This design comes from an exercise in tuning for small area and a short achievable clock period on the open sky130 flow, not from production work.
Function was checked by simulation only, so behaviour that the tests miss may differ from the original.
Power is estimated from default activity; no workload was simulated.

`flow/run.sh`:
```
#!/bin/bash
# synth_recipe.tcl (not shown) runs the flow's synth.tcl, then flattens the netlist and writes it again
# the make line also repeats each setting of config.mk as NAME=value (left out here)
make -C /OpenROAD-flow-scripts/flow DESIGN_CONFIG=/design/flow/config.mk WORK_HOME=/design/flow/orfs CLKGATE_MAP_FILE= SYNTH_SCRIPT=/design/flow/synth_recipe.tcl finish
```
`flow/config.mk`:
```
export PLATFORM = sky130hd
export DESIGN_NAME = l1_merge_write_buffer
export DESIGN_NICKNAME = l1_merge_write_buffer
export VERILOG_FILES = /design/flow/design.v
export SDC_FILE = /design/flow/constraint.sdc
export NUM_CORES = 4
export LEC_CHECK = 0
export CAP_MARGIN = 20
export CORE_MARGIN = 2
export CORE_UTILIZATION = 40
export SLEW_MARGIN = 20
```
`flow/constraint.sdc`:
```
create_clock -name core_clock -period 10.0 [get_ports {clk_l1}]
set_input_delay 2.0000 -clock core_clock [delete_from_list [all_inputs] [get_ports {clk_l1}]]
set_output_delay 2.0000 -clock core_clock [all_outputs]
set_load 0.01 [all_outputs]
```
`flow/design.v`:
```
package l1wb_pkg;
    typedef enum logic {IDLE, PRESENT} drain_state_t;
    function automatic int clog2_min1(input int n);
        clog2_min1 = (n > 1) ? $clog2(n) : 1;
    endfunction
endpackage
module l1wb_fwd_sel
#(
    parameter int DATA_W = 32,
    parameter int WORDS  = 4,
    parameter int DEPTH  = 8
) (
    input  logic [DEPTH-1:0]                         head_i,    
    input  logic [DEPTH-1:0]                         match_i,   
    input  logic [WORDS-1:0]                         word_i,    
    input  logic [DEPTH-1:0][WORDS*DATA_W-1:0]       data_i,
    input  logic [DEPTH-1:0][WORDS*(DATA_W/8)-1:0]   be_i,
    output logic [DATA_W-1:0]                        data_o,
    output logic [DATA_W/8-1:0]                      be_o
);
    localparam int BE_W = DATA_W / 8;
    for (genvar b = 0; b < BE_W; b++) begin : g_byte
        logic [DEPTH*WORDS-1:0] e, e_head, sel;
        logic                   nh;
        for (genvar i = 0; i < DEPTH; i++) begin : g_ent
            for (genvar w = 0; w < WORDS; w++) begin : g_word
                assign e[i*WORDS + w]      = match_i[i] & word_i[w] & be_i[i][w*BE_W + b];
                assign e_head[i*WORDS + w] = head_i[i];
            end
        end
        assign nh       = |(e & ~e_head);
        assign be_o[b]  = |e;
        assign sel      = e & ~(e_head & {DEPTH*WORDS{nh}});
        always_comb begin
            data_o[b*8 +: 8] = '0;
            for (int i = 0; i < DEPTH; i++)
                for (int w = 0; w < WORDS; w++)
                    data_o[b*8 +: 8] = data_o[b*8 +: 8] |
                        ({8{sel[i*WORDS + w]}} & data_i[i][w*DATA_W + b*8 +: 8]);
        end
    end
endmodule
module l1_merge_write_buffer
#(
    parameter  int DATA_W    = 32,
    parameter  int ADDR_W    = 32,
    parameter  int DEPTH     = 8,
    parameter  int WORDS     = 4,
    parameter  int DRAIN_THR = DEPTH / 2,
    parameter  int AGE_MAX   = 64,
    localparam int BE_W      = DATA_W / 8,
    localparam int OFF_W     = $clog2(WORDS * BE_W),
    localparam int TAG_W     = ADDR_W - OFF_W,
    localparam int CNT_W     = $clog2(DEPTH) + 1
) (
    input  logic                    clk_l1,
    input  logic                    rst_n,
    input  logic                    st_valid_i,
    output logic                    st_ready_o,
    input  logic [ADDR_W-1:0]       st_addr_i,
    input  logic [DATA_W-1:0]       st_data_i,
    input  logic [BE_W-1:0]         st_be_i,
    input  logic [ADDR_W-1:0]       ld_addr_i,
    output logic [DATA_W-1:0]       ld_fwd_data_o,
    output logic [BE_W-1:0]         ld_fwd_be_o,
    output logic                    ld_fwd_full_o,
    output logic                    dr_valid_o,
    input  logic                    dr_ready_i,
    output logic [TAG_W-1:0]        dr_tag_o,
    output logic [WORDS*DATA_W-1:0] dr_data_o,
    output logic [WORDS*BE_W-1:0]   dr_be_o,
    input  logic                    flush_i,
    output logic                    flush_done_o,
    output logic                    full_o,
    output logic                    empty_o,
    output logic [CNT_W-1:0]        count_o
);
    localparam int WSEL_W = l1wb_pkg::clog2_min1(WORDS);
    localparam int BSEL_W = $clog2(BE_W);
    localparam int AGE_W  = l1wb_pkg::clog2_min1(AGE_MAX + 1);
    logic [DEPTH-1:0]                   vld_q;
    logic [DEPTH-1:0][TAG_W-1:0]        tag_q;
    logic [DEPTH-1:0][WORDS*DATA_W-1:0] data_q;
    logic [DEPTH-1:0][WORDS*BE_W-1:0]   be_q;
    logic [DEPTH-1:0]  w_oh_q, r_oh_q;
    logic [CNT_W-1:0]  count_q;
    logic [AGE_W-1:0]  age_q;
    logic              flush_pend_q;
    l1wb_pkg::drain_state_t state_q;
    logic [DATA_W-1:0] ld_fwd_data_q, fwd_data;
    logic [BE_W-1:0]   ld_fwd_be_q, fwd_be;
    logic [TAG_W-1:0]  st_tag, ld_tag;
    logic [WORDS-1:0]  st_wd, ld_wd;
    logic [DEPTH-1:0]  lock, st_match, ld_match, wr_free, wr_merge;
    logic              presenting, full, empty, merge_hit, st_acc, alloc, pop, drain_go;
    assign st_tag = st_addr_i[ADDR_W-1:OFF_W];
    assign ld_tag = ld_addr_i[ADDR_W-1:OFF_W];
    assign st_wd  = WORDS'(1) << st_addr_i[OFF_W-1:BSEL_W];
    assign ld_wd  = WORDS'(1) << ld_addr_i[OFF_W-1:BSEL_W];
    assign presenting = (state_q == l1wb_pkg::PRESENT);
    assign full       = (count_q == CNT_W'(DEPTH));
    assign empty      = (count_q == '0);
    assign lock = presenting ? r_oh_q : '0;
    always_comb
        for (int i = 0; i < DEPTH; i++)
            st_match[i] = vld_q[i] && !lock[i] && (tag_q[i] == st_tag);
    assign merge_hit = |st_match;
    always_comb
        for (int i = 0; i < DEPTH; i++)
            ld_match[i] = vld_q[i] && (tag_q[i] == ld_tag);
    l1wb_fwd_sel #(.DATA_W(DATA_W), .WORDS(WORDS), .DEPTH(DEPTH)) u_fwd (
        .head_i  (r_oh_q),
        .match_i (ld_match),
        .word_i  (ld_wd),
        .data_i  (data_q),
        .be_i    (be_q),
        .data_o  (fwd_data),
        .be_o    (fwd_be)
    );
    assign full_o       = full;
    assign empty_o      = empty;
    assign count_o      = count_q;
    assign st_ready_o   = !flush_pend_q && (!full || merge_hit);
    assign st_acc       = st_valid_i && st_ready_o;
    assign alloc        = st_acc && !merge_hit;
    assign pop          = presenting && dr_ready_i;
    assign flush_done_o = flush_pend_q && empty;
    assign drain_go     = !empty && (count_q >= CNT_W'(DRAIN_THR) || flush_pend_q ||
                          (AGE_MAX != 0 && age_q == AGE_W'(AGE_MAX)));
    assign wr_free  = full ? '0 : w_oh_q;
    assign wr_merge = (st_valid_i && !flush_pend_q) ? st_match : '0;
    assign ld_fwd_data_o = ld_fwd_data_q;
    assign ld_fwd_be_o   = ld_fwd_be_q;
    always_ff @(posedge clk_l1 or negedge rst_n) begin
        if (!rst_n) begin
            vld_q         <= '0;
            w_oh_q        <= DEPTH'(1);
            r_oh_q        <= DEPTH'(1);
            count_q       <= '0;
            age_q         <= '0;
            flush_pend_q  <= 1'b0;
            state_q       <= l1wb_pkg::IDLE;
            ld_fwd_data_q <= '0;
            ld_fwd_be_q   <= '0;
            ld_fwd_full_o <= 1'b0;
        end else begin
            vld_q <= (vld_q & ~(pop ? r_oh_q : '0)) | (alloc ? w_oh_q : '0);
            if (alloc) w_oh_q <= {w_oh_q[DEPTH-2:0], w_oh_q[DEPTH-1]};
            if (pop)   r_oh_q <= {r_oh_q[DEPTH-2:0], r_oh_q[DEPTH-1]};
            case ({alloc, pop})
                2'b10:   count_q <= count_q + 1'b1;
                2'b01:   count_q <= count_q - 1'b1;
                default: count_q <= count_q;
            endcase
            if (pop)
                age_q <= '0;
            else if (!presenting && !empty && age_q != AGE_W'(AGE_MAX))
                age_q <= age_q + 1'b1;
            if (flush_i)
                flush_pend_q <= 1'b1;
            else if (flush_pend_q && empty)
                flush_pend_q <= 1'b0;
            case (state_q)
                l1wb_pkg::IDLE:    if (drain_go)   state_q <= l1wb_pkg::PRESENT;
                l1wb_pkg::PRESENT: if (dr_ready_i) state_q <= l1wb_pkg::IDLE;
                default: state_q <= l1wb_pkg::IDLE;
            endcase
            ld_fwd_data_q <= fwd_data;
            ld_fwd_be_q   <= fwd_be;
            ld_fwd_full_o <= &fwd_be;
        end
    end
    always_ff @(posedge clk_l1) begin
        for (int i = 0; i < DEPTH; i++) begin
            if (wr_free[i]) tag_q[i] <= st_tag;
            for (int w = 0; w < WORDS; w++)
                for (int b = 0; b < BE_W; b++) begin
                    if (wr_free[i]) begin
                        data_q[i][w*DATA_W + b*8 +: 8] <= st_data_i[b*8 +: 8];
                        be_q[i][w*BE_W + b]            <= st_wd[w] && st_be_i[b];
                    end else if (wr_merge[i] && st_wd[w] && st_be_i[b]) begin
                        data_q[i][w*DATA_W + b*8 +: 8] <= st_data_i[b*8 +: 8];
                        be_q[i][w*BE_W + b]            <= 1'b1;
                    end
                end
        end
    end
    always_comb begin
        dr_valid_o = presenting;
        dr_tag_o   = '0;
        dr_data_o  = '0;
        dr_be_o    = '0;
        for (int i = 0; i < DEPTH; i++) begin
            dr_tag_o  = dr_tag_o  | (r_oh_q[i] ? tag_q[i]  : '0);
            dr_data_o = dr_data_o | (r_oh_q[i] ? data_q[i] : '0);
            dr_be_o   = dr_be_o   | (r_oh_q[i] ? be_q[i]   : '0);
        end
    end
endmodule
```
==> summary.md, run 1 <==
| Metric | Value |
|---|---|
| Drt wl/cell | `41.87 um` |
| Post-CTS sizing | `0` |
| M3 GR Usage | `0.1303` |
| Crit path max fanout | `16` |
| GR Util All Layers | `0.3738` |
| #FFs+latches synth | `1450` |
| Hold buffer count at CTS | `0` |
| Seq/Total Area, Yosys | `0.6128` |
| Power density cells | `319.6 nW/um2` |
| Cell area after layout | `80800 um2` |
| Longest Clk Path Bufs | `3` |
| Die Ht | `423.7 um` |
| Drt initial violations | `13990` |
| Static Leak | `27.33 nW` |
| Post-synth top area share | `0.5864` |
| Synth top area cells | `edfxtp_1 59%, a22oi_1 9.1%, xnor2_1 3.3%, nand2_1 3.1%, nand4_1 2.8%` |
| Area after DPL | `75330 um2` |
| Largest area contributor in the synthesized netlist | `edfxtp_1` |
| Syn_nets | `5845` |
| Clk_skew | `0.04879 ns` |
| VDD IR max | `0.2446 mV` |
| Initial antenna violation count | `14` |
| XOR/XNOR Fraction of Synth Area | `0.05470` |
| Yosys warnings | `2` |
| Min cycle time layout | `8.080 ns` |
| Nets@finish | `5921` |
| Worst-Margin Slew | `1.295 ns` |
| First-pass GRT wire length | `approximately 470 mm` |
| Cell mode on critical path | `nand4_1` |
| Largest family of logic cells by synthesized area | `compound AO/OA/AOI/OAI gates` |
| Drc violations | `0` |
| Placement row count | `154` |
| Cells after Synth | `5734` |
| Crit path DAT | `6.08 ns` |
| Mux contribution to synthesized area | `0.01156` |
| Crit. End Element | `output pin` |
| CP max stage cell | `clkdlybuf4s50_1` |
| Main flop type after synthesis | `edfxtp_1` |
| CTS root buffer | `clkbuf_16` |
| Proportion of layout cells with a drive suffix above 1 | `0.08039` |
| Io pins | `323` |
| Via Count | `60410` |
| Unrepaired setup endpoints after global routing | `false` |
| Slew headroom | `0.1348` |
| Synth unique cells | `92` |
| Endpoints failing setup | `0` |
| Asr flop ratio synth | `0.05103` |
| Core box area | `175500 um2` |
| Routability cong. | `1.080` |
| CTS tree | `built` |
| Post-DP HPWL | `approximately 230 mm` |
| Clock-pin slew on the worst setup and hold paths | `0.06 ns` |
| Most used routing layer | `met2` |
| Fmax | `0.1238 GHz` |
| Simple-gate share of the synthesized area | `0.1223` |
| M2 GR Usage | `0.5247` |
| Clock latency (worst-skew pair) | `0.84 ns` |
| Initial Util | `0.4014` |
| Clk sinks | `1450` |
| Tcrit/Tclk final | `0.8080` |
| Status | `no timing/DRC/antenna violations` |
| Setup bufs post-CTS | `0` |
| Syn avg cell area | `around 12 um2` |
| M1 GR Usage | `0.4961` |
| Worst Setup Start Kind | `input pin` |
| CP cell instances | `clkdlybuf4s50_1, xnor2_1, nand4_1, nor4_1, nand4_1, nand4_1, nor2_1, a21oi_1, clkdlybuf4s50_1` |
| Post-Synth Adder-Cell Area | `0.001172` |
| Final ANT Viol Nets | `0` |
| Number of global-route vias before repair | `~56000` |
| Critical path type | `in -> out` |
| Maximum capacitance violations | `0` |
| Num CTS Buffers | `161` |
| Largest net degree at the start of global routing | `140` |
| CP peak stage delay | `between 0.8 and 0.9 ns` |
| Setup tns final | `0 ns` |
| Min-delay worst type | `reg -> reg` |
| Final hold vios | `0` |
| Final global-route overflow total | `0` |
| Synth Area in Compound Gates | `0.1632` |
| PortBufs | `about 320` |
| Area of the mapped netlist | `~70000 um2` |
| Routed wire length | `347.5 mm` |
| Die area | `approximately 180000 um2` |
| Slew Viols, Final | `0` |
| Critical Path RT | `~8 ns` |
| Syn-to-layout area delta | `14.67%` |
| Number of vias per cell | `roughly 7.3` |
| Number of synthesized flops with an enable pin | `1376` |
| CTS H-tree depth | `4` |
| Die W | `423.7 um` |
| DRT Pass-1 Iters | `13` |
==> layout make-up <==
type,count,area (um2)
clock buffer,226,4578
sequential,1450,43200
tap,2340,2928
timing repair buffer,429,4018
multi-input combinational,3710,24960
fill,15770,94740
clock inverter,73,860.8
antenna,12,30.03
inverter,58,217.7
==> cells in the final DEF, fill, tap and decap left out, types with 26 or more instances in the layout <==
| master | netlist | final |
|---|---|---|
| and3_1 | 68 | 68 |
| clkbuf_1 | 356 | 39 |
| xnor2_1 | 268 | 268 |
| nand2_1 | 577 | 576 |
| nor4_1 | 60 | 60 |
| a32oi_1 | 47 | 47 |
| o22ai_1 | 80 | 80 |
| clkdlybuf4s50_1 | 0 | 307 |
| a221oi_1 | 46 | 46 |
| nand3_1 | 304 | 304 |
| dfrtp_1 | 72 | 65 |
| nor2_1 | 181 | 174 |
| a22oi_1 | 857 | 857 |
| mux4_2 | 28 | 28 |
| a22o_1 | 61 | 61 |
| buf_4 | 10 | 109 |
| clkinv_2 | 0 | 26 |
| a21oi_1 | 71 | 71 |
| nor3_1 | 54 | 48 |
| and2_1 | 60 | 59 |
| clkbuf_16 | 0 | 165 |
| edfxtp_1 | 1376 | 1376 |
| inv_1 | 48 | 48 |
| xor2_1 | 172 | 172 |
| a222oi_1 | 49 | 49 |
| nand4_1 | 319 | 319 |
| o21ai_0 | 42 | 42 |
==> per-layer routing <==
metal,wire [um],up-vias
met4,26070,8
met3,54210,1240
li1,-,23020
met5,92,-
met1,124900,29820
met2,142200,6327
==> critical path, delay by kind of cell <==
kind	cells	cell delay, ns
buf+inv	2	1.39
simple gates	5	1.76
xor+xnor	1	0.71
compound gates	1	0.20
==> cells by family after synthesis <==
kind of cell | after synthesis
and+or+nand+nor | 1718
AOI/OAI and AO/OA | 1500
DFF | 1450
buffers and inverters | 574
xor gates and xnor gates | 440
muxes | 46
adders and majority gates | 6
==> cells in the mapped netlist (17+ instances only) <==
master	n
o22ai_1	80
and2_1	60
xnor2_1	268
a32o_1	22
dfrtp_1	72
nor3_1	54
xor2_1	172
nand2_1	577
buf_2	69
nor2_1	181
nand4_1	319
o21ai_0	42
mux4_2	28
clkbuf_1	356
o221ai_1	19
and4_1	17
nand3_1	304
a221oi_1	46
a222oi_1	49
a41oi_1	22
buf_1	61
edfxtp_1	1376
and3_1	68
a31oi_1	20
a22oi_1	857
inv_1	48
a21oi_1	71
a32oi_1	47
nor4_1	60
a22o_1	61
==> flip-flops by register name (all words and copies together), names as in the netlist <==
| name | cells |
|---|---|
| r_oh_q | 8 |
| data_q | 1024 |
| tag_q | 224 |
| ld_fwd_full_o | 1 |
| vld_q | 8 |
| age_q | 7 |
| state_q | 1 |
| count_q | 4 |
| ld_fwd_be_q | 4 |
| flush_pend_q | 1 |
| ld_fwd_data_q | 32 |
| be_q | 128 |
| w_oh_q | 8 |
==> report_power, final <==
group	total, mW	switching (mW)	internal [mW]
registers	10.8	2.03	8.76
logic	8.82	5.95	2.87
clock network	6.21	2.60	3.62
==> stage by stage <==
stage                 util  setup slack, ns  power, mW  instances  hold slack (ns)
global placement    0.4291            1.987      19.16       7985           0.4974
finish              0.4603            1.920      25.82       8298           0.4705
global route        0.4602            2.041      26.15       8293           0.5035
floorplan                -            4.357      13.46       5734           0.4545
CTS                 0.4601            2.234      25.31       8284           0.4664
detailed placement  0.4291            1.981      19.18       7985           0.4841
==> worst paths after layout <==
kind,from,end,slack [ns],cells after the start
max,st_addr_i[15],st_ready_o,1.92,9
min,data_q[446],ld_fwd_data_q[30],0.47,2
max reg2reg,tag_q[111],ld_fwd_data_q[31],3.89,10
min reg2reg,data_q[446],ld_fwd_data_q[30],0.47,2
max in group asynchronous,rst_n,r_oh_q[4],7.50,2
min in group asynchronous,rst_n,ld_fwd_data_q[27],1.24,1
==> inputs of run 2 (changes only) <==
--- a/flow/config.mk
+++ b/flow/config.mk
@@ -8,4 +8,5 @@
 export CAP_MARGIN = 20
 export CORE_MARGIN = 2
 export CORE_UTILIZATION = 40
+export SETUP_SLACK_MARGIN = 4.6
 export SLEW_MARGIN = 20
==> summary.md, run 2 <==
| Metric | Value |
|---|---|
| Status | `no timing/DRC/antenna violations (unchanged)` |
| Mux contribution to synthesized area | `0.01156 (unchanged)` |
| Initial antenna violation count | `26 (was 14)` |
| Finished Layout Cells | `8473 (was 8298)` |
| HP Start | `data_q[445] (was data_q[446])` |
| Post-Synth Adder-Cell Area | `0.001172 (unchanged)` |
| Asr flop ratio synth | `0.05103 (unchanged)` |
| Synth top area cells | `edfxtp_1 59%, a22oi_1 9.1%, xnor2_1 3.3%, nand2_1 3.1%, nand4_1 2.8% (unchanged)` |
| Maximum capacitance violations | `0 (unchanged)` |
| Post-synth top area share | `0.5864 (unchanged)` |
| Syn avg cell area | `12.29 um2 (unchanged)` |
| Synth unique cells | `92 (unchanged)` |
| Via Count | `62480 (was 60410)` |
| Initial Util | `0.4014 (unchanged)` |
| XOR/XNOR Fraction of Synth Area | `0.05470 (unchanged)` |
| Min cycle time layout | `6.107 ns (was 8.080 ns)` |
| Reg2reg start | `tag_q[201] (was tag_q[111])` |
| Number of global-route vias before repair | `57830 (was 56370)` |
| Worst Setup Start Kind | `input pin (unchanged)` |
| Setup tns final | `0 ns (unchanged)` |
| PortBufs | `318 (unchanged)` |
| CTS tree | `built (unchanged)` |
| Final design utilization | `0.4817 (was 0.4603)` |
| Core box area | `175500 um2 (unchanged)` |
| Number of vias per cell | `7.374 (was 7.280)` |
| Drt initial violations | `14150 (was 13990)` |
| Number of synthesized flops with an enable pin | `1376 (unchanged)` |
| Worst Setup SP | `st_addr_i[8] (was st_addr_i[15])` |
| Synth Area in Compound Gates | `0.1632 (unchanged)` |
| Post-synth top cells | `1376 x edfxtp_1, 857 x a22oi_1, 577 x nand2_1 (unchanged)` |
| Critical Path RT | `8.00 ns (about the same)` |
| Crit path DAT | `4.11 ns (was 6.08 ns)` |
| Clock latency (worst-skew pair) | `0.86 ns (was 0.84 ns)` |
| Drc violations | `0 (unchanged)` |
| VDD IR max | `0.2037 mV (was 0.2446 mV)` |
| Biggest regs | `data_q: 1024 flops, tag_q: 224 flops, be_q: 128 flops (unchanged)` |
| Static Leak | `29.15 nW (was 27.33 nW)` |
| Clk_skew | `0.06412 ns (was 0.04879 ns)` |
| Placement row count | `154 (unchanged)` |
| Nets@finish | `6092 (was 5921)` |
| Largest family of logic cells by synthesized area | `compound AO/OA/AOI/OAI gates (unchanged)` |
| Post-Place Cells | `7990 (was 7985)` |
| CTS root buffer | `clkbuf_16 (unchanged)` |
| Routed wire length | `380.9 mm (was 347.5 mm)` |
| Clock-pin slew on the worst setup and hold paths | `0.06 ns (about the same)` |
| Commonest non-fill, non-tap cells in the layout | `1376 x edfxtp_1, 857 x a22oi_1, 536 x nand2_1 (was 1376 x edfxtp_1, 857 x a22oi_1, 576 x nand2_1)` |
| Final global-route overflow total | `0 (unchanged)` |
| Final Power | `26.90 mW (was 25.82 mW)` |
| Worst-Margin Slew | `1.402 ns (was 1.295 ns)` |
| DRT Pass-1 Iters | `11 (was 13)` |
| Cells after Synth | `5734 (unchanged)` |
| M3 GR Usage | `0.1484 (was 0.1303)` |
| Yosys warnings | `2 (unchanged)` |
| Largest register FFs | `1024 (unchanged)` |
| Clk sinks | `1450 (unchanged)` |
| Final hold vios | `0 (unchanged)` |
| Num CTS Buffers | `161 (unchanged)` |
| Most common cell after layout, fill and taps aside | `edfxtp_1 (unchanged)` |
| First-pass GRT wire length | `502.2 mm (was 465.7 mm)` |
| M2 GR Usage | `0.5710 (was 0.5247)` |
| Simple-gate share of the synthesized area | `0.1223 (unchanged)` |
| Crit path max fanout | `3 (was 16)` |
| Area of the mapped netlist | `70460 um2 (unchanged)` |
| Tcrit/Tclk final | `0.6107 (was 0.8080)` |
| Most flop-heavy register | `data_q (unchanged)` |
| Cell with the most instances after synthesis | `edfxtp_1 (unchanged)` |
| Slew headroom | `0.06224 (was 0.1348)` |
| Proportion of layout cells with a drive suffix above 1 | `0.1433 (was 0.08039)` |
| Die area | `179500 um2 (unchanged)` |
| Most used routing layer | `met2 (unchanged)` |
| Crit. End Element | `output pin (unchanged)` |
| Endpoints failing setup | `0 (unchanged)` |
| Routability cong. | `1.006 (was 1.080)` |
| Syn_nets | `5845 (unchanged)` |
| Largest area contributor in the synthesized netlist | `edfxtp_1 (unchanged)` |
| Drt wl/cell | `44.96 um (was 41.87 um)` |
| Syn-to-layout area delta | `20.00% (was 14.67%)` |
| Longest Clk Path Bufs | `3 (unchanged)` |
| #FFs+latches synth | `1450 (unchanged)` |
| Seq/Total Area, Yosys | `0.6128 (unchanged)` |
| Post-DP HPWL | `241.2 mm (was 233.2 mm)` |
| Main flop type after synthesis | `edfxtp_1 (unchanged)` |
| Die Ht | `423.7 um (unchanged)` |
| Min-delay worst type | `reg -> reg (unchanged)` |
| Largest net degree at the start of global routing | `72 (was 140)` |
| Die W | `423.7 um (unchanged)` |
| CTS H-tree depth | `4 (unchanged)` |
| Unrepaired setup endpoints after global routing | `true (was false)` |
| Critical path type | `in -> out (unchanged)` |
| M1 GR Usage | `0.5353 (was 0.4961)` |
| GR Util All Layers | `0.4097 (was 0.3738)` |
| Io pins | `323 (unchanged)` |
| Fmax | `0.1637 GHz (was 0.1238 GHz)` |
| Final ANT Viol Nets | `0 (unchanged)` |
| Power density cells | `318.1 nW/um2 (was 319.6 nW/um2)` |
| Slew Viols, Final | `0 (unchanged)` |
==> run 2: cell types whose count changed in the layout (fill, tap and decap cells not counted), moves of 15 or more <==
cell             change
buf_12              +37
buf_2               +15
buf_4               +90
clkdlybuf4s15_2     +28
clkdlybuf4s50_1     -64
nand2_1             -40
nand2_2             +19
nand2_4             +19
nor4_1              -27
nor4_4              +17
xnor2_1             -46
xnor2_2             +34
==> run 2: cell type report <==
type / instances / area [um2]
Tap cell: 2340 / 2928
Clock inverter: 88 / 1027
Antenna cell: 19 / 47.55
Fill cell: 15530 / 90980
Clock buffer: 208 / 4443
Inverter: 58 / 217.7
Timing Repair Buffer: 597 / 6331
Multi-Input combinational cell: 3713 / 26350
Sequential cell: 1450 / 43200
==> run 2: per-layer routing <==
metal	up-vias	wire, um
met5	-	239
met4	16	31630
met3	1560	60210
met2	6649	153200
met1	30880	135600
li1	23380	-
==> run 2: worst max-delay path, cell delays in order <==
cell	delay [ns]
buf_6	0.09
buf_12	0.13
xor2_4	0.17
nor2_2	0.14
nand4_1	0.17
nor4_4	0.49
nand4_1	0.31
nand4_1	0.24
nor2_4	0.10
a21oi_2	0.13
buf_2	0.14
==> run 2: worst paths after layout <==
check	endpoint	slack, ns	cells past startpoint
max in group asynchronous	r_oh_q[7]	7.16	2
min	ld_fwd_data_q[29]	0.53	2
max	st_ready_o	3.89	11
min reg2reg	ld_fwd_data_q[29]	0.53	2
max reg2reg	data_q[997]	5.34	22
min in group asynchronous	ld_fwd_data_q[28]	1.24	1
==> run 2: per-stage QoR <==
stage / hold slack, ns / worst slack (ns) / instance area (um2)
final: 0.5338 / 3.893 / 84550
after global routing: 0.5617 / 3.914 / 84520
after CTS: 0.5246 / 3.968 / 83740
after detailed placement: 0.5015 / 2.120 / 75440
after global placement: 0.4893 / 1.959 / 75440
after floorplan: 0.4545 / 4.625 / 70470
==> run 2: cells by family (layout without fill, tap and decap cells) <==
group / Yosys count / in the layout
AOI/OAI and AO/OA: 1500 / 1500
xor gates and xnor gates: 440 / 440
adders and majority gates: 6 / 6
buffers and inverters: 574 / 951
DFF: 1450 / 1450
muxes: 46 / 46
other: 0 / 19
and+or+nand+nor: 1718 / 1721
==> run 2: power by group <==
| group | total [mW] | internal [mW] | switching, mW |
|---|---|---|---|
| Combinational | 9.96 | 3.22 | 6.74 |
| Sequential | 10.7 | 8.75 | 1.90 |
| Clock | 6.29 | 3.64 | 2.65 |
| Total | 26.9 | 15.6 | 11.3 |
==> run 2: repair_timing <==
action	4_1_cts	5_1_grt
endpoints found under the setup margin	1270	240
gates cloned	14	2
setup buffers	117	34
gates resized for setup	433	119
pin swaps	50	42
hold buffers	0	0
==> inputs of run 3 (changes only) <==
--- a/flow/design.v
+++ b/flow/design.v
@@ -91,8 +91,13 @@
     logic [BE_W-1:0]   ld_fwd_be_q, fwd_be;
     logic [TAG_W-1:0]  st_tag, ld_tag;
     logic [WORDS-1:0]  st_wd, ld_wd;
-    logic [DEPTH-1:0]  lock, st_match, ld_match, wr_free, wr_merge;
+    logic [DEPTH-1:0]  dsel, lock, st_match, ld_match, wr_free, wr_merge;
     logic              presenting, full, empty, merge_hit, st_acc, alloc, pop, drain_go;
+    logic              rdy_free_q;
+    logic [DEPTH-1:0]  rdy_cand_q, rdy_hit;
+    logic [DEPTH-1:0]  vld_d, r_oh_d;
+    logic [CNT_W-1:0]  count_d;
+    logic              flush_pend_d, presenting_d;
     assign st_tag = st_addr_i[ADDR_W-1:OFF_W];
     assign ld_tag = ld_addr_i[ADDR_W-1:OFF_W];
     assign st_wd  = WORDS'(1) << st_addr_i[OFF_W-1:BSEL_W];
@@ -100,7 +105,8 @@
     assign presenting = (state_q == l1wb_pkg::PRESENT);
     assign full       = (count_q == CNT_W'(DEPTH));
     assign empty      = (count_q == '0);
-    assign lock = presenting ? r_oh_q : '0;
+    assign dsel = presenting ? r_oh_q : '0;
+    assign lock = dsel;
     always_comb
         for (int i = 0; i < DEPTH; i++)
             st_match[i] = vld_q[i] && !lock[i] && (tag_q[i] == st_tag);
@@ -120,8 +126,11 @@
     assign full_o       = full;
     assign empty_o      = empty;
     assign count_o      = count_q;
-    assign st_ready_o   = !flush_pend_q && (!full || merge_hit);
-    assign st_acc       = st_valid_i && st_ready_o;
+    always_comb
+        for (int i = 0; i < DEPTH; i++)
+            rdy_hit[i] = rdy_cand_q[i] && (tag_q[i] == st_tag);
+    assign st_ready_o   = rdy_free_q || (|rdy_hit);
+    assign st_acc       = st_valid_i && !flush_pend_q && (!full || merge_hit);
     assign alloc        = st_acc && !merge_hit;
     assign pop          = presenting && dr_ready_i;
     assign flush_done_o = flush_pend_q && empty;
@@ -131,6 +140,16 @@
     assign wr_merge = (st_valid_i && !flush_pend_q) ? st_match : '0;
     assign ld_fwd_data_o = ld_fwd_data_q;
     assign ld_fwd_be_o   = ld_fwd_be_q;
+    assign vld_d = (vld_q & ~(pop ? r_oh_q : '0)) | (alloc ? w_oh_q : '0);
+    assign r_oh_d = pop ? {r_oh_q[DEPTH-2:0], r_oh_q[DEPTH-1]} : r_oh_q;
+    always_comb
+        case ({alloc, pop})
+            2'b10:   count_d = count_q + 1'b1;
+            2'b01:   count_d = count_q - 1'b1;
+            default: count_d = count_q;
+        endcase
+    assign flush_pend_d = flush_i || (flush_pend_q && !empty);
+    assign presenting_d = presenting ? !dr_ready_i : drain_go;
     always_ff @(posedge clk_l1 or negedge rst_n) begin
         if (!rst_n) begin
             vld_q         <= '0;
@@ -140,31 +159,25 @@
             age_q         <= '0;
             flush_pend_q  <= 1'b0;
             state_q       <= l1wb_pkg::IDLE;
+            rdy_free_q    <= 1'b1;
+            rdy_cand_q    <= '0;
             ld_fwd_data_q <= '0;
             ld_fwd_be_q   <= '0;
             ld_fwd_full_o <= 1'b0;
         end else begin
-            vld_q <= (vld_q & ~(pop ? r_oh_q : '0)) | (alloc ? w_oh_q : '0);
+            vld_q <= vld_d;
             if (alloc) w_oh_q <= {w_oh_q[DEPTH-2:0], w_oh_q[DEPTH-1]};
-            if (pop)   r_oh_q <= {r_oh_q[DEPTH-2:0], r_oh_q[DEPTH-1]};
-            case ({alloc, pop})
-                2'b10:   count_q <= count_q + 1'b1;
-                2'b01:   count_q <= count_q - 1'b1;
-                default: count_q <= count_q;
-            endcase
+            r_oh_q  <= r_oh_d;
+            count_q <= count_d;
             if (pop)
                 age_q <= '0;
             else if (!presenting && !empty && age_q != AGE_W'(AGE_MAX))
                 age_q <= age_q + 1'b1;
-            if (flush_i)
-                flush_pend_q <= 1'b1;
-            else if (flush_pend_q && empty)
-                flush_pend_q <= 1'b0;
-            case (state_q)
-                l1wb_pkg::IDLE:    if (drain_go)   state_q <= l1wb_pkg::PRESENT;
-                l1wb_pkg::PRESENT: if (dr_ready_i) state_q <= l1wb_pkg::IDLE;
-                default: state_q <= l1wb_pkg::IDLE;
-            endcase
+            flush_pend_q <= flush_pend_d;
+            state_q      <= presenting_d ? l1wb_pkg::PRESENT : l1wb_pkg::IDLE;
+            rdy_free_q   <= !flush_pend_d && (count_d != CNT_W'(DEPTH));
+            rdy_cand_q   <= (!flush_pend_d && (count_d == CNT_W'(DEPTH))) ?
+                            (vld_d & ~(presenting_d ? r_oh_d : '0)) : '0;
             ld_fwd_data_q <= fwd_data;
             ld_fwd_be_q   <= fwd_be;
             ld_fwd_full_o <= &fwd_be;
@@ -191,9 +204,9 @@
         dr_data_o  = '0;
         dr_be_o    = '0;
         for (int i = 0; i < DEPTH; i++) begin
-            dr_tag_o  = dr_tag_o  | (r_oh_q[i] ? tag_q[i]  : '0);
-            dr_data_o = dr_data_o | (r_oh_q[i] ? data_q[i] : '0);
-            dr_be_o   = dr_be_o   | (r_oh_q[i] ? be_q[i]   : '0);
+            dr_tag_o  = dr_tag_o  | (dsel[i] ? tag_q[i]  : '0);
+            dr_data_o = dr_data_o | (dsel[i] ? data_q[i] : '0);
+            dr_be_o   = dr_be_o   | (dsel[i] ? be_q[i]   : '0);
         end
     end
 endmodule
--- a/flow/config.mk
+++ b/flow/config.mk
@@ -7,6 +7,10 @@
 export LEC_CHECK = 0
 export CAP_MARGIN = 20
 export CORE_MARGIN = 2
-export CORE_UTILIZATION = 40
-export SETUP_SLACK_MARGIN = 4.6
+export CORE_UTILIZATION = 45
+export CTS_BUF_LIST = sky130_fd_sc_hd__clkbuf_16
+export CTS_CLUSTER_DIAMETER = 100
+export CTS_CLUSTER_SIZE = 25
+export SETUP_SLACK_MARGIN = 4.3
 export SLEW_MARGIN = 20
+export SYNTH_HIERARCHICAL = 1
==> summary.md, run 3 <==
| Metric | Value |
|---|---|
| Critical Path RT | `8.00 ns (about the same)` |
| Reg2reg end | `rdy_cand_q[7] (was data_q[997])` |
| Hold buffer count at CTS | `0 (unchanged)` |
| Power density cells | `244.1 nW/um2 (was 318.1 nW/um2)` |
| Die W | `390.8 um (was 423.7 um)` |
| Nets@finish | `5221 (was 6092)` |
| Post-synth top cells | `1376 x edfxtp_1, 991 x a22oi_1, 331 x xor2_1 (was 1376 x edfxtp_1, 857 x a22oi_1, 577 x nand2_1)` |
| Worst Setup Start Kind | `input pin (unchanged)` |
| PortBufs | `318 (unchanged)` |
| Drt wl/cell | `42.18 um (was 44.96 um)` |
| Filler instances | `12760 (was 15530)` |
| Routed wire length | `299.6 mm (was 380.9 mm)` |
| CTS tree | `built (unchanged)` |
| Final global-route overflow total | `0 (unchanged)` |
| Maximum capacitance violations | `0 (unchanged)` |
| Proportion of layout cells with a drive suffix above 1 | `0.09954 (was 0.1433)` |
| First-pass GRT wire length | `404.3 mm (was 502.2 mm)` |
| Setup tns final | `0 ns (unchanged)` |
| R2R depth | `18 (was 22)` |
| Worst-Margin Slew | `1.336 ns (was 1.402 ns)` |
| Initial Util | `0.4542 (was 0.4014)` |
| Tightest hold margin | `0.5444 ns (was 0.5338 ns)` |
| Most common cell after layout, fill and taps aside | `edfxtp_1 (unchanged)` |
| Endpoints failing setup | `0 (unchanged)` |
| Die Ht | `390.8 um (was 423.7 um)` |
| Hold Path Depth | `1 (was 2)` |
| Largest net degree at the start of global routing | `80 (was 72)` |
| GR Util All Layers | `0.3817 (was 0.4097)` |
| CP peak stage delay | `0.42 ns (was 0.49 ns)` |
| Routability cong. | `1.007 (was 1.006)` |
| Via Count | `52810 (was 62480)` |
| Area after DPL | `71660 um2 (was 75440 um2)` |
| Crit path DAT | `4.13 ns (was 4.11 ns)` |
| Largest register FFs | `1024 (unchanged)` |
| Tcrit/Tclk final | `0.6130 (was 0.6107)` |
| Static Leak | `25.89 nW (was 29.15 nW)` |
| Yosys warnings | `8 (was 2)` |
| Longest Clk Path Bufs | `3 (unchanged)` |
| Syn-to-layout area delta | `12.99% (was 20.00%)` |
| Seq/Total Area, Yosys | `0.6447 (was 0.6128)` |
| Clk sinks | `1459 (was 1450)` |
| Synth top area cells | `edfxtp_1 61%, a22oi_1 11%, xor2_1 4.3%, a22o_1 3.0%, dfrtp_1 3.0% (was edfxtp_1 59%, a22oi_1 9.1%, xnor2_1 3.3%, nand2_1 3.1%, nand4_1 2.8%)` |
| FF/Latch Area | `43420 um2 (was 43200 um2)` |
| Cell area after layout | `76060 um2 (was 84550 um2)` |
| Cell with the most instances after synthesis | `edfxtp_1 (unchanged)` |
| Unrepaired setup endpoints after global routing | `true (unchanged)` |
| Crit path max fanout | `5 (was 3)` |
| Placement row count | `141 (was 154)` |
| CTS root buffer | `clkbuf_16 (unchanged)` |
| Clock latency (worst-skew pair) | `0.76 ns (was 0.86 ns)` |
| Initial antenna violation count | `17 (was 26)` |
| Number of vias per cell | `7.435 (was 7.374)` |
| Post-Place Cells | `6860 (was 7990)` |
| DRT Pass-1 Iters | `8 (was 11)` |
| CTS H-tree depth | `3 (was 4)` |
| Syn_nets | `5089 (was 5845)` |
| Cells after Synth | `4978 (was 5734)` |
| Commonest non-fill, non-tap cells in the layout | `1376 x edfxtp_1, 991 x a22oi_1, 314 x xor2_1 (was 1376 x edfxtp_1, 857 x a22oi_1, 536 x nand2_1)` |
| Finished Layout Cells | `7103 (was 8473)` |
| Drc violations | `0 (unchanged)` |
| Area of the mapped netlist | `67320 um2 (was 70460 um2)` |
| Final hold vios | `0 (unchanged)` |
| Drt initial violations | `10980 (was 14150)` |
| CP max stage cell | `nand4_1 (was nor4_4)` |
| Hold-critical path endpoint | `age_q[0] (was ld_fwd_data_q[29])` |
| Synth unique cells | `72 (was 92)` |
| Crit. End Element | `output pin (unchanged)` |
| Asr flop ratio synth | `0.05689 (was 0.05103)` |
| HP Start | `age_q[0] (was data_q[445])` |
| Min-delay worst type | `reg -> reg (unchanged)` |
| Footprint of the multi-input gates | `23130 um2 (was 26350 um2)` |
| Final Power | `18.56 mW (was 26.90 mW)` |
| Post-DP HPWL | `193.8 mm (was 241.2 mm)` |
| VDD IR max | `0.1956 mV (was 0.2037 mV)` |
| Biggest regs | `data_q: 1024 flops, tag_q: 224 flops, be_q: 128 flops (unchanged)` |
| Reg2reg start | `state_q (was tag_q[201])` |
| Clock-pin slew on the worst setup and hold paths | `0.11 ns (was 0.06 ns)` |
| Largest area contributor in the synthesized netlist | `edfxtp_1 (unchanged)` |
| Status | `no timing/DRC/antenna violations (unchanged)` |
| Number of global-route vias before repair | `49390 (was 57830)` |
| Die area | `152700 um2 (was 179500 um2)` |
| Fmax | `0.1631 GHz (was 0.1637 GHz)` |
| Slew headroom | `0.1059 (was 0.06224)` |
| Main flop type after synthesis | `edfxtp_1 (unchanged)` |
| Min cycle time layout | `6.130 ns (was 6.107 ns)` |
| Syn avg cell area | `13.52 um2 (was 12.29 um2)` |
| Reg2reg setup slack | `4.83 ns (was 5.34 ns)` |
| Critical path type | `in -> out (unchanged)` |
| Number of synthesized flops with an enable pin | `1376 (unchanged)` |
| Io pins | `323 (unchanged)` |
| Core box area | `148200 um2 (was 175500 um2)` |
| Final ANT Viol Nets | `0 (unchanged)` |
| #FFs+latches synth | `1459 (was 1450)` |
| Clk_skew | `0.04244 ns (was 0.06412 ns)` |
| Post-synth top area share | `0.6138 (was 0.5864)` |
| Most flop-heavy register | `data_q (unchanged)` |
| Num CTS Buffers | `70 (was 161)` |
| Slew Viols, Final | `0 (unchanged)` |
| CP cell instances | `buf_2, buf_12, buf_4, xnor2_1, nand4_1, nor4_4, a21oi_1, nand4_1, buf_2 (was buf_6, buf_12, xor2_4, nor2_2, nand4_1, nor4_4, nand4_1, nand4_1, nor2_4, a21oi_2, buf_2)` |
run 3: stage by stage:
stage	worst slack [ns]	util
3_3_place_gp	1.798	0.4836
3_5_place_dp	1.722	0.4836
5_1_grt	3.942	0.5131
2_1_floorplan	4.419	-
6_report	3.870	0.5133
4_1_cts	4.020	0.5104
run 3: cell families (layout without fill, tap and decap cells):
kind of cell / after synthesis / after routing / share of synthesized area
AOI/OAI and AO/OA: 1664 / 1664 / 0.1873
muxes: 5 / 6 / 0.0007806
buffers and inverters: 461 / 635 / 0.03017
adders and majority gates: 6 / 6 / 0.001227
and+or+nand+nor: 932 / 943 / 0.07710
other: 0 / 9 / 0
DFF: 1459 / 1459 / 0.6447
xor gates and xnor gates: 451 / 451 / 0.05868
run 3: timing repair:
| item | 4_1_cts | 5_1_grt |
|---|---|---|
| gates cloned | 15 | 2 |
| gates resized for setup | 413 | 72 |
| pin swaps | 44 | 20 |
| endpoints found under the hold margin | 0 | 0 |
| setup buffers | 66 | 23 |
| setup endpoints to repair | 1245 | 46 |
run 3: layer usage:
| layer | GRT usage | vias to the layer above | part of all wire | wire (um) |
|---|---|---|---|---|
| li1 | - | 20410 | - | - |
| met1 | 0.5222 | 26570 | 0.37 | 111100 |
| met2 | 0.5462 | 4891 | 0.42 | 126000 |
| met3 | 0.1056 | 926 | 0.14 | 41870 |
| met4 | 0.2166 | 14 | 0.068 | 20520 |
| met5 | 0 | - | 0.00033 | 98 |
run 3: critical path, delay by kind of cell:
kind	cells	cell delay (ns)
xor+xnor	1	0.38
compound gates	1	0.10
buf+inv	4	0.60
simple gates	3	1.03
run 3: area by class of cell:
| cell class | instances | area share |
|---|---|---|
| multi-input cells | 3070 | 0.3041 |
| flip-flops and latches | 1459 | 0.5708 |
| clock buffers | 71 | 0.02336 |
| clock inverters | 55 | 0.004228 |
| well taps | 1930 | 0.03175 |
| repair buffers | 483 | 0.06414 |
| diodes | 9 | 0.0002961 |
| inverters | 26 | 0.001316 |
run 3: worst max-delay path by stage:
stage,start,to,cells after the start
final,st_addr_i[19],st_ready_o,9
after detailed placement,st_addr_i[13],rdy_cand_q[7],18
after global placement,st_addr_i[13],rdy_cand_q[3],18
after global routing,st_addr_i[14],st_ready_o,8
after CTS,st_addr_i[21],st_ready_o,9
after floorplan,st_addr_i[17],rdy_cand_q[7],19
run 3: where the power goes:
part           internal (mW)  switching [mW]  total [mW]
Clock                   1.34            2.07        3.40
Sequential              9.40            1.54        10.9
Combinational          0.822            3.39        4.22
==> inputs of run 4 (changes only) <==
--- a/flow/design.v
+++ b/flow/design.v
@@ -91,13 +91,13 @@
     logic [BE_W-1:0]   ld_fwd_be_q, fwd_be;
     logic [TAG_W-1:0]  st_tag, ld_tag;
     logic [WORDS-1:0]  st_wd, ld_wd;
-    logic [DEPTH-1:0]  dsel, lock, st_match, ld_match, wr_free, wr_merge;
+    logic [DEPTH-1:0]  dsel_q, lock, st_match, ld_match, wr_free, wr_merge;
     logic              presenting, full, empty, merge_hit, st_acc, alloc, pop, drain_go;
     logic              rdy_free_q;
     logic [DEPTH-1:0]  rdy_cand_q, rdy_hit;
     logic [DEPTH-1:0]  vld_d, r_oh_d;
     logic [CNT_W-1:0]  count_d;
-    logic              flush_pend_d, presenting_d;
+    logic              flush_pend_d, presenting_d, full_d;
     assign st_tag = st_addr_i[ADDR_W-1:OFF_W];
     assign ld_tag = ld_addr_i[ADDR_W-1:OFF_W];
     assign st_wd  = WORDS'(1) << st_addr_i[OFF_W-1:BSEL_W];
@@ -105,8 +105,7 @@
     assign presenting = (state_q == l1wb_pkg::PRESENT);
     assign full       = (count_q == CNT_W'(DEPTH));
     assign empty      = (count_q == '0);
-    assign dsel = presenting ? r_oh_q : '0;
-    assign lock = dsel;
+    assign lock = dsel_q;
     always_comb
         for (int i = 0; i < DEPTH; i++)
             st_match[i] = vld_q[i] && !lock[i] && (tag_q[i] == st_tag);
@@ -148,6 +147,7 @@
             2'b01:   count_d = count_q - 1'b1;
             default: count_d = count_q;
         endcase
+    assign full_d = full ? !pop : (count_q == CNT_W'(DEPTH - 1) && alloc && !pop);
     assign flush_pend_d = flush_i || (flush_pend_q && !empty);
     assign presenting_d = presenting ? !dr_ready_i : drain_go;
     always_ff @(posedge clk_l1 or negedge rst_n) begin
@@ -161,6 +161,7 @@
             state_q       <= l1wb_pkg::IDLE;
             rdy_free_q    <= 1'b1;
             rdy_cand_q    <= '0;
+            dsel_q        <= '0;
             ld_fwd_data_q <= '0;
             ld_fwd_be_q   <= '0;
             ld_fwd_full_o <= 1'b0;
@@ -175,9 +176,9 @@
                 age_q <= age_q + 1'b1;
             flush_pend_q <= flush_pend_d;
             state_q      <= presenting_d ? l1wb_pkg::PRESENT : l1wb_pkg::IDLE;
-            rdy_free_q   <= !flush_pend_d && (count_d != CNT_W'(DEPTH));
-            rdy_cand_q   <= (!flush_pend_d && (count_d == CNT_W'(DEPTH))) ?
-                            (vld_d & ~(presenting_d ? r_oh_d : '0)) : '0;
+            dsel_q       <= presenting_d ? r_oh_d : '0;
+            rdy_free_q   <= !flush_pend_d && !full_d;
+            rdy_cand_q   <= (!flush_pend_d && full_d) ? ~(presenting_d ? r_oh_d : '0) : '0;
             ld_fwd_data_q <= fwd_data;
             ld_fwd_be_q   <= fwd_be;
             ld_fwd_full_o <= &fwd_be;
@@ -204,9 +205,9 @@
         dr_data_o  = '0;
         dr_be_o    = '0;
         for (int i = 0; i < DEPTH; i++) begin
-            dr_tag_o  = dr_tag_o  | (dsel[i] ? tag_q[i]  : '0);
-            dr_data_o = dr_data_o | (dsel[i] ? data_q[i] : '0);
-            dr_be_o   = dr_be_o   | (dsel[i] ? be_q[i]   : '0);
+            dr_tag_o  = dr_tag_o  | (dsel_q[i] ? tag_q[i]  : '0);
+            dr_data_o = dr_data_o | (dsel_q[i] ? data_q[i] : '0);
+            dr_be_o   = dr_be_o   | (dsel_q[i] ? be_q[i]   : '0);
         end
     end
 endmodule
--- a/flow/config.mk
+++ b/flow/config.mk
@@ -7,10 +7,11 @@
 export LEC_CHECK = 0
 export CAP_MARGIN = 20
 export CORE_MARGIN = 2
-export CORE_UTILIZATION = 45
+export CORE_UTILIZATION = 50
 export CTS_BUF_LIST = sky130_fd_sc_hd__clkbuf_16
-export CTS_CLUSTER_DIAMETER = 100
-export CTS_CLUSTER_SIZE = 25
+export CTS_CLUSTER_DIAMETER = 80
+export CTS_CLUSTER_SIZE = 20
+export PLACE_DENSITY = 0.75
 export SETUP_SLACK_MARGIN = 4.3
 export SLEW_MARGIN = 20
 export SYNTH_HIERARCHICAL = 1
==> summary.md, run 4 <==
| Metric | Value |
|---|---|
| CP peak stage delay | `0.49 ns (was 0.42 ns)` |
| VDD IR max | `0.1484 mV (was 0.1956 mV)` |
| Post-DP HPWL | `179.9 mm (was 193.8 mm)` |
| Post-synth top area share | `0.6129 (was 0.6138)` |
| Cells after Synth | `4961 (was 4978)` |
| Met1 WL | `94.02 mm (was 111.1 mm)` |
| Met2 WL | `112.0 mm (was 126.0 mm)` |
| Drt initial violations | `13030 (was 10980)` |
| Largest net degree at the start of global routing | `83 (was 80)` |
| Most common cell after layout, fill and taps aside | `edfxtp_1 (unchanged)` |
| Initial Util | `0.5045 (was 0.4542)` |
| Number of global-route vias before repair | `49570 (was 49390)` |
| Nets@finish | `5158 (was 5221)` |
| Slew headroom | `0.1934 (was 0.1059)` |
| Via Count | `53580 (was 52810)` |
| Die area | `137800 um2 (was 152700 um2)` |
| Clock-pin slew on the worst setup and hold paths | `0.08 ns (was 0.11 ns)` |
| Filler instances | `10470 (was 12760)` |
| CTS tree | `built (unchanged)` |
| Synth unique cells | `66 (was 72)` |
| Top Layer Used | `met5 (unchanged)` |
| Clock latency (worst-skew pair) | `0.78 ns (was 0.76 ns)` |
| CP cell instances | `buf_4, xor2_1, nor4_4, nand4_1, buf_6, nor2_2, a22oi_1, nand4_1, buf_2 (was buf_2, buf_12, buf_4, xnor2_1, nand4_1, nor4_4, a21oi_1, nand4_1, buf_2)` |
| #FFs+latches synth | `1467 (was 1459)` |
| Critical Path RT | `8.00 ns (about the same)` |
| Core box area | `133600 um2 (was 148200 um2)` |
| Final setup margin | `4.053 ns (was 3.870 ns)` |
| Cell with the most instances after synthesis | `edfxtp_1 (unchanged)` |
| GR Util All Layers | `0.3902 (was 0.3817)` |
| Largest register FFs | `1024 (unchanged)` |
| Worst Setup Start Kind | `input pin (unchanged)` |
| Crit path DAT | `3.95 ns (was 4.13 ns)` |
| Syn-to-layout area delta | `12.42% (was 12.99%)` |
| Number of vias per cell | `7.768 (was 7.435)` |
| Post-synth top cells | `1376 x edfxtp_1, 990 x a22oi_1, 365 x xor2_1 (was 1376 x edfxtp_1, 991 x a22oi_1, 331 x xor2_1)` |
| Longest Clk Path Bufs | `3 (unchanged)` |
| CTS root buffer | `clkbuf_16 (unchanged)` |
| Asr flop ratio synth | `0.06203 (was 0.05689)` |
| Clk sinks | `1467 (was 1459)` |
| Commonest non-fill, non-tap cells in the layout | `1376 x edfxtp_1, 989 x a22oi_1, 345 x xor2_1 (was 1376 x edfxtp_1, 991 x a22oi_1, 314 x xor2_1)` |
| Maximum capacitance violations | `0 (unchanged)` |
| Num CTS Buffers | `87 (was 70)` |
| Unrepaired setup endpoints after global routing | `true (unchanged)` |
| Endpoints failing setup | `0 (unchanged)` |
| Placement row count | `134 (was 141)` |
| Area of the mapped netlist | `67410 um2 (was 67320 um2)` |
| DRT Pass-1 Iters | `9 (was 8)` |
| Min-delay worst type | `reg -> reg (unchanged)` |
| Die W | `371.2 um (was 390.8 um)` |
| Worst-Margin Slew | `1.206 ns (was 1.336 ns)` |
| CTS H-tree depth | `3 (unchanged)` |
| Number of synthesized flops with an enable pin | `1376 (unchanged)` |
| Tcrit/Tclk final | `0.5947 (was 0.6130)` |
| Power density cells | `145.5 nW/um2 (was 244.1 nW/um2)` |
| Setup tns final | `0 ns (unchanged)` |
| Final ANT Viol Nets | `0 (unchanged)` |
| Critical path type | `in -> out (unchanged)` |
| Final global-route overflow total | `0 (unchanged)` |
| Routed wire length | `277.2 mm (was 299.6 mm)` |
| Metal3 WL | `49.75 mm (was 41.87 mm)` |
| Hold buffer count at CTS | `0 (unchanged)` |
| Proportion of layout cells with a drive suffix above 1 | `0.09354 (was 0.09954)` |
| Final hold vios | `0 (unchanged)` |
| Status | `no timing/DRC/antenna violations (unchanged)` |
| Crit. End Element | `output pin (unchanged)` |
| Syn avg cell area | `13.59 um2 (was 13.52 um2)` |
| Die Ht | `371.2 um (was 390.8 um)` |
| Drc violations | `0 (unchanged)` |
| Biggest regs | `data_q: 1024 flops, tag_q: 224 flops, be_q: 128 flops (unchanged)` |
| Seq/Total Area, Yosys | `0.6468 (was 0.6447)` |
| Routability cong. | `1.067 (was 1.007)` |
| Yosys warnings | `8 (unchanged)` |
| Min cycle time layout | `5.947 ns (was 6.130 ns)` |
| CP max stage cell | `xor2_1 (was nand4_1)` |
| PortBufs | `318 (unchanged)` |
| Synth top area cells | `edfxtp_1 61%, a22oi_1 11%, xor2_1 4.7%, dfrtp_1 3.3%, a22o_1 3.1% (was edfxtp_1 61%, a22oi_1 11%, xor2_1 4.3%, a22o_1 3.0%, dfrtp_1 3.0%)` |
| Slew Viols, Final | `0 (unchanged)` |
| First-pass GRT wire length | `376.7 mm (was 404.3 mm)` |
| Clk_skew | `0.05378 ns (was 0.04244 ns)` |
| Cell mode on critical path | `nand4_1` |
| Initial antenna violation count | `15 (was 17)` |
| Io pins | `323 (unchanged)` |
| Main flop type after synthesis | `edfxtp_1 (unchanged)` |
| Static Leak | `25.54 nW (was 25.89 nW)` |
| Crit path max fanout | `16 (was 5)` |
| Largest area contributor in the synthesized netlist | `edfxtp_1 (unchanged)` |
| Setup slack at placement | `2.310 ns (was 1.722 ns)` |
| Fmax | `0.1681 GHz (was 0.1631 GHz)` |
| Syn_nets | `5072 (was 5089)` |
| Drt wl/cell | `40.19 um (was 42.18 um)` |
| Most flop-heavy register | `data_q (unchanged)` |
==> run 4: cell types whose count changed after synthesis, moves of 11 or more <==
cell,change
nor4_1,+11
xnor2_1,-28
o21ai_0,-12
inv_1,-18
nand4_1,-15
xor2_1,+34
==> run 4: final timing paths <==
check,endpoint,depth (start not counted),slack (ns),startpoint
setup reg to reg,ld_fwd_data_q[20],12,5.16,tag_q[103]
hold reg to reg,ld_fwd_data_q[13],2,0.54,data_q[877]
min in group asynchronous,count_q[0],1,1.21,rst_n
hold / removal,ld_fwd_data_q[13],2,0.54,data_q[877]
max in group asynchronous,dsel_q[6],2,7.39,rst_n
setup / recovery,st_ready_o,9,4.05,st_addr_i[22]
==> run 4: kinds of logic (layout without fill, tap and decap cells) <==
family          after synthesis  count (layout)  synth area share
fa+ha+maj                     6               6          0.001225
buf+inv                     451             611           0.03007
compound gates             1638            1638            0.1845
other cells                   0               8                 0
xor+xnor                    457             457           0.05937
flops                      1467            1467            0.6468
simple gates                932             932           0.07641
mux                          10              10          0.001633
==> run 4: critical path: cells and delay by family <==
kind / cells / cell delay (ns)
buf+inv: 3 / 0.65
simple gates: 4 / 0.62
xor+xnor: 1 / 0.49
compound gates: 1 / 0.18
==> run 4: layout make-up <==
type	count	area, um2	area share
Sequential cell	1467	43630	0.5757
Multi-Input combinational cell	3043	22840	0.3014
Timing Repair Buffer	439	4441	0.05860
Tap cell	1768	2212	0.02919
Clock buffer	88	2202	0.02906
Clock inverter	75	400.4	0.005283
Inverter	9	33.78	0.0004458
Antenna cell	8	20.02	0.0002642
==> run 4: routing by layer <==
metal,up-vias,global-route usage
li1,20260,-
met1,26120,0.5185
met2,5969,0.5413
met3,1199,0.1561
met4,29,0.2191
met5,-,0.01364
==> run 4: metrics by stage <==
step                instance area (um2)  hold slack (ns)  total power [mW]  instances    util
floorplan                         67410           0.4699             7.101       4961       -
global placement                  71460           0.5152             7.332       6669  0.5348
detailed placement                71460           0.5080             7.343       6669  0.5348
CTS                               75530           0.5360             10.97       6883  0.5652
global route                      75770           0.5656             11.21       6891  0.5670
finish                            75780           0.5367             11.03       6897  0.5671
==> run 4: power breakdown <==
part	switching, mW	internal (mW)	total [mW]
logic	0.358	0.175	0.533
clock network	2.12	1.64	3.76
registers	0.0248	6.71	6.74
total	2.50	8.52	11.0
==> run 4: timing repair <==
action / in CTS / in global routing
setup buffers: 45 / 5
endpoints found under the setup margin: 787 / 41
pin swaps: 57 / 19
gates cloned: 6 / 0
resized for setup: 390 / 62
==> inputs of run 5 (changes only) <==
==> flow/flow/run.sh (new file) <==
#!/bin/bash
# The standard layout with two changes: the port buffers are buf_2 cells instead of the
# default pick, and clock tree synthesis inserts no dummy loads.
set -euo pipefail
cd "$(dirname "$0")/.."
export BUFFER_PORTS_ARGS="-buffer_cell sky130_fd_sc_hd__buf_2"
export CTS_ARGS="-sink_clustering_enable -repair_clock_nets -sink_clustering_size 20 -sink_clustering_max_diameter 80 -buf_list sky130_fd_sc_hd__clkbuf_16 -dont_use_dummy_load"
bash standard.sh finish > orfs_flow.log 2>&1
==> flow/standard.sh (new file) <==
#!/bin/bash
# synth_recipe.tcl (not shown) runs the flow's synth.tcl, then flattens the netlist and writes it again
# the make line also repeats each setting of config.mk as NAME=value (left out here)
make -C /OpenROAD-flow-scripts/flow DESIGN_CONFIG=/design/flow/config.mk WORK_HOME=/design/flow/orfs CLKGATE_MAP_FILE= SYNTH_SCRIPT=/design/flow/synth_recipe.tcl "${@:-finish}"
--- a/flow/config.mk
+++ b/flow/config.mk
@@ -8,9 +8,6 @@
 export CAP_MARGIN = 20
 export CORE_MARGIN = 2
 export CORE_UTILIZATION = 50
-export CTS_BUF_LIST = sky130_fd_sc_hd__clkbuf_16
-export CTS_CLUSTER_DIAMETER = 80
-export CTS_CLUSTER_SIZE = 20
 export PLACE_DENSITY = 0.75
 export SETUP_SLACK_MARGIN = 4.3
 export SLEW_MARGIN = 20
removed: flow/run.sh
==> summary.md, run 5 <==
| Metric | Value |
|---|---|
| Status | `no timing/DRC/antenna violations (unchanged)` |
| Endpoints failing setup | `0 (unchanged)` |
| Main flop type after synthesis | `edfxtp_1 (unchanged)` |
| Cell with the most instances after synthesis | `edfxtp_1 (unchanged)` |
| Tcrit/Tclk final | `0.6013 (was 0.5947)` |
| Synth top area cells | `edfxtp_1 61%, a22oi_1 11%, xor2_1 4.7%, dfrtp_1 3.3%, a22o_1 3.1% (unchanged)` |
| Hold-critical path endpoint | `ld_fwd_data_q[3] (was ld_fwd_data_q[13])` |
| Min-delay worst type | `reg -> reg (unchanged)` |
| Synth unique cells | `66 (unchanged)` |
| CTS H-tree depth | `3 (unchanged)` |
| Final design utilization | `0.5474 (was 0.5671)` |
| Reg2reg end | `count_q[3] (was ld_fwd_data_q[20])` |
| Asr flop ratio synth | `0.06203 (unchanged)` |
| CTS tree | `built (unchanged)` |
| Largest area contributor in the synthesized netlist | `edfxtp_1 (unchanged)` |
| Crit path DAT | `4.01 ns (was 3.95 ns)` |
| Critical Path RT | `8.00 ns (about the same)` |
| Crit path max fanout | `7 (was 16)` |
| Area of the mapped netlist | `67410 um2 (unchanged)` |
| Seq/Total Area, Yosys | `0.6468 (unchanged)` |
| Core box area | `133600 um2 (unchanged)` |
| Reg2reg start | `dsel_q[6] (was tag_q[103])` |
| Slew headroom | `0.1134 (was 0.1934)` |
| Slew Viols, Final | `0 (unchanged)` |
| Number of vias per cell | `7.750 (was 7.768)` |
| Unrepaired setup endpoints after global routing | `true (unchanged)` |
| Final Power | `10.76 mW (was 11.03 mW)` |
| First-pass GRT wire length | `374.0 mm (was 376.7 mm)` |
| Most flop-heavy register | `data_q (unchanged)` |
| Initial antenna violation count | `32 (was 15)` |
| Maximum capacitance violations | `0 (unchanged)` |
| Worst-Margin Slew | `1.325 ns (was 1.206 ns)` |
| Clk sinks | `1467 (unchanged)` |
| Placement row count | `134 (unchanged)` |
| M1 GR Usage | `0.5134 (was 0.5185)` |
| Nets@finish | `5109 (was 5158)` |
| Hold Path Depth | `2 (unchanged)` |
| Crit. End Element | `output pin (unchanged)` |
| Post-DP HPWL | `180.9 mm (was 179.9 mm)` |
| Number of global-route vias before repair | `49040 (was 49570)` |
| M2 GR Usage | `0.5411 (was 0.5413)` |
| Critical path type | `in -> out (unchanged)` |
| Post-synth top area share | `0.6129 (unchanged)` |
| Final global-route overflow total | `0 (unchanged)` |
| Io pins | `323 (unchanged)` |
| Routed wire length | `276.3 mm (was 277.2 mm)` |
| Clock-pin slew on the worst setup and hold paths | `0.07 ns (was 0.08 ns)` |
| Commonest non-fill, non-tap cells in the layout | `1376 x edfxtp_1, 990 x a22oi_1, 346 x xor2_1 (was 1376 x edfxtp_1, 989 x a22oi_1, 345 x xor2_1)` |
| Post-synth top cells | `1376 x edfxtp_1, 990 x a22oi_1, 365 x xor2_1 (unchanged)` |
| Most common cell after layout, fill and taps aside | `edfxtp_1 (unchanged)` |
| VDD IR max | `0.1648 mV (was 0.1484 mV)` |
| Worst Setup Start Kind | `input pin (unchanged)` |
| Die Ht | `371.2 um (unchanged)` |
| Largest register FFs | `1024 (unchanged)` |
| Setup tns final | `0 ns (unchanged)` |
| Via Count | `52500 (was 53580)` |
| Filler instances | `10890 (was 10470)` |
| M3 GR Usage | `0.1580 (was 0.1561)` |
| Final hold vios | `0 (unchanged)` |
| Hold buffer count at CTS | `0 (unchanged)` |
| Min cycle time layout | `6.013 ns (was 5.947 ns)` |
| HP Start | `data_q[867] (was data_q[877])` |
| Most used routing layer | `met2 (unchanged)` |
| Drt initial violations | `11890 (was 13030)` |
| Largest net degree at the start of global routing | `129 (was 83)` |
| Reg2reg setup slack | `4.86 ns (was 5.16 ns)` |
| Number of synthesized flops with an enable pin | `1376 (unchanged)` |
| Cell area after layout | `73150 um2 (was 75780 um2)` |
| Tightest hold margin | `0.5349 ns (was 0.5367 ns)` |
| Die area | `137800 um2 (unchanged)` |
| Static Leak | `25.12 nW (was 25.54 nW)` |
| Final ANT Viol Nets | `0 (unchanged)` |
| Drt wl/cell | `40.79 um (was 40.19 um)` |
| Power density cells | `147.1 nW/um2 (was 145.5 nW/um2)` |
| #FFs+latches synth | `1467 (unchanged)` |
| R2R depth | `12 (unchanged)` |
| Syn avg cell area | `13.59 um2 (unchanged)` |
| GR Util All Layers | `0.3879 (was 0.3902)` |
| Area after DPL | `69750 um2 (was 71460 um2)` |
| Proportion of layout cells with a drive suffix above 1 | `0.1309 (was 0.09354)` |
| Die W | `371.2 um (unchanged)` |
| Initial Util | `0.5045 (unchanged)` |
| Fmax | `0.1663 GHz (was 0.1681 GHz)` |
| Longest Clk Path Bufs | `3 (unchanged)` |
| Yosys warnings | `8 (unchanged)` |
| Clock latency (worst-skew pair) | `0.78 ns (about the same)` |
| CTS root buffer | `clkbuf_16 (unchanged)` |
| Drc violations | `0 (unchanged)` |
| Cells after Synth | `4961 (unchanged)` |
| FF/Latch Area | `43630 um2 (unchanged)` |
| Num CTS Buffers | `88 (was 87)` |
| Biggest regs | `data_q: 1024 flops, tag_q: 224 flops, be_q: 128 flops (unchanged)` |
| DRT Pass-1 Iters | `7 (was 9)` |
| PortBufs | `318 (unchanged)` |
| Syn-to-layout area delta | `8.510% (was 12.42%)` |
| Clk_skew | `0.09075 ns (was 0.05378 ns)` |
| Syn_nets | `5072 (unchanged)` |
| Footprint of the multi-input gates | `22690 um2 (was 22840 um2)` |
| Routability cong. | `1.066 (was 1.067)` |
## run 5: worst max-delay path: stages
cell      delay, ns
buf_16         0.13
xor2_2         0.18
nor4_2         0.36
nand4_1        0.35
nor3_2         0.36
a222oi_1       0.15
nand4_1        0.27
buf_2          0.21
## run 5: worst max path at each step
stage,end,slack [ns],start,cells after the start
4_1_cts,st_ready_o,4.14,st_addr_i[22],8
3_5_place_dp,ld_fwd_data_q[7],2.69,ld_addr_i[16],14
6_report,st_ready_o,3.99,st_addr_i[16],8
2_1_floorplan,ld_fwd_data_q[16],4.69,ld_addr_i[21],14
5_1_grt,st_ready_o,3.96,st_addr_i[14],8
3_3_place_gp,ld_fwd_data_q[7],2.75,ld_addr_i[16],14
## run 5: per-stage QoR
step / std cells / setup WS [ns]
final: 6774 / 3.987
after global routing: 6769 / 3.956
after CTS: 6745 / 4.140
after detailed placement: 6651 / 2.694
after global placement: 6650 / 2.749
after floorplan: 4961 / 4.689
## run 5: final cells by class
cell class	count	area share
flip-flops and latches	1467	0.5965
multi-input cells	3043	0.3102
repair buffers	389	0.03223
well taps	1768	0.03024
clock buffers	88	0.03010
inverters	9	0.0004618
diodes	10	0.0003421
## run 5: layer usage
metal  vias to the layer above  wire length (um)
li1                      20080                 -
met1                     25560             94820
met2                      5631            111800
met3                      1183             49230
met4                        38             20000
met5                         -               432
## run 5: what timing repair did
item,in CTS,in global routing
gates resized for setup,131,62
gates cloned,0,3
endpoints found under the setup margin,33,29
buffers inserted,6,16
pin swaps,17,17
## run 5: power by group
| group | internal [mW] | switching [mW] | total (mW) |
|---|---|---|---|
| Combinational | 0.135 | 0.357 | 0.492 |
| Sequential | 6.71 | 0.0235 | 6.73 |
| Clock | 1.56 | 1.97 | 3.53 |
| Total | 8.41 | 2.35 | 10.8 |
## run 5: logic make-up (layout without fill, tap and decap cells)
logic type	count (synthesis)	in the layout	share of synthesized area
and+or+nand+nor	932	932	0.07641
xor gates and xnor gates	457	457	0.05937
muxes	10	10	0.001633
DFF	1467	1467	0.6468
adders and majority gates	6	6	0.001225
other	0	10	0
AOI/OAI and AO/OA	1638	1638	0.1845
buffers and inverters	451	486	0.03007

## re-timing with driven ports
In the flow no input, the clock included, has a driving cell. The finished layouts below were timed again as built, in two steps.
Step 1: set_driving_cell puts a clkbuf_16 on clk_l1 and a buf_2 on each other input, an assumption about the parent block.
Step 2, shift: input delay + t, output delay - t, t = (earliest + latest rising clock arrival at the registers) / 2. This alone moves slack from input paths to output paths.
Slacks: ideal ports / drivers / drivers and shift; pairs: ideal ports / drivers.
run	t (ns)	setup slack, ns	clock arrival spread, ns
run 1	0.903	1.920 / 1.895 / 1.550	0.048 / 0.049
run 2	0.935	3.893 / 3.861 / 3.508	0.068 / 0.068
run 3	0.815	3.870 / 3.852 / 3.473	0.043 / 0.043
run 4	0.845	4.053 / 3.984 / 3.365	0.055 / 0.055
run 5	0.820	3.987 / 3.878 / 3.339	0.091 / 0.091
After both steps every run listed still meets setup and hold. The setup slack of run 4, which loses most, moves by -0.069 ns with the drivers and by -0.688 ns with both steps.
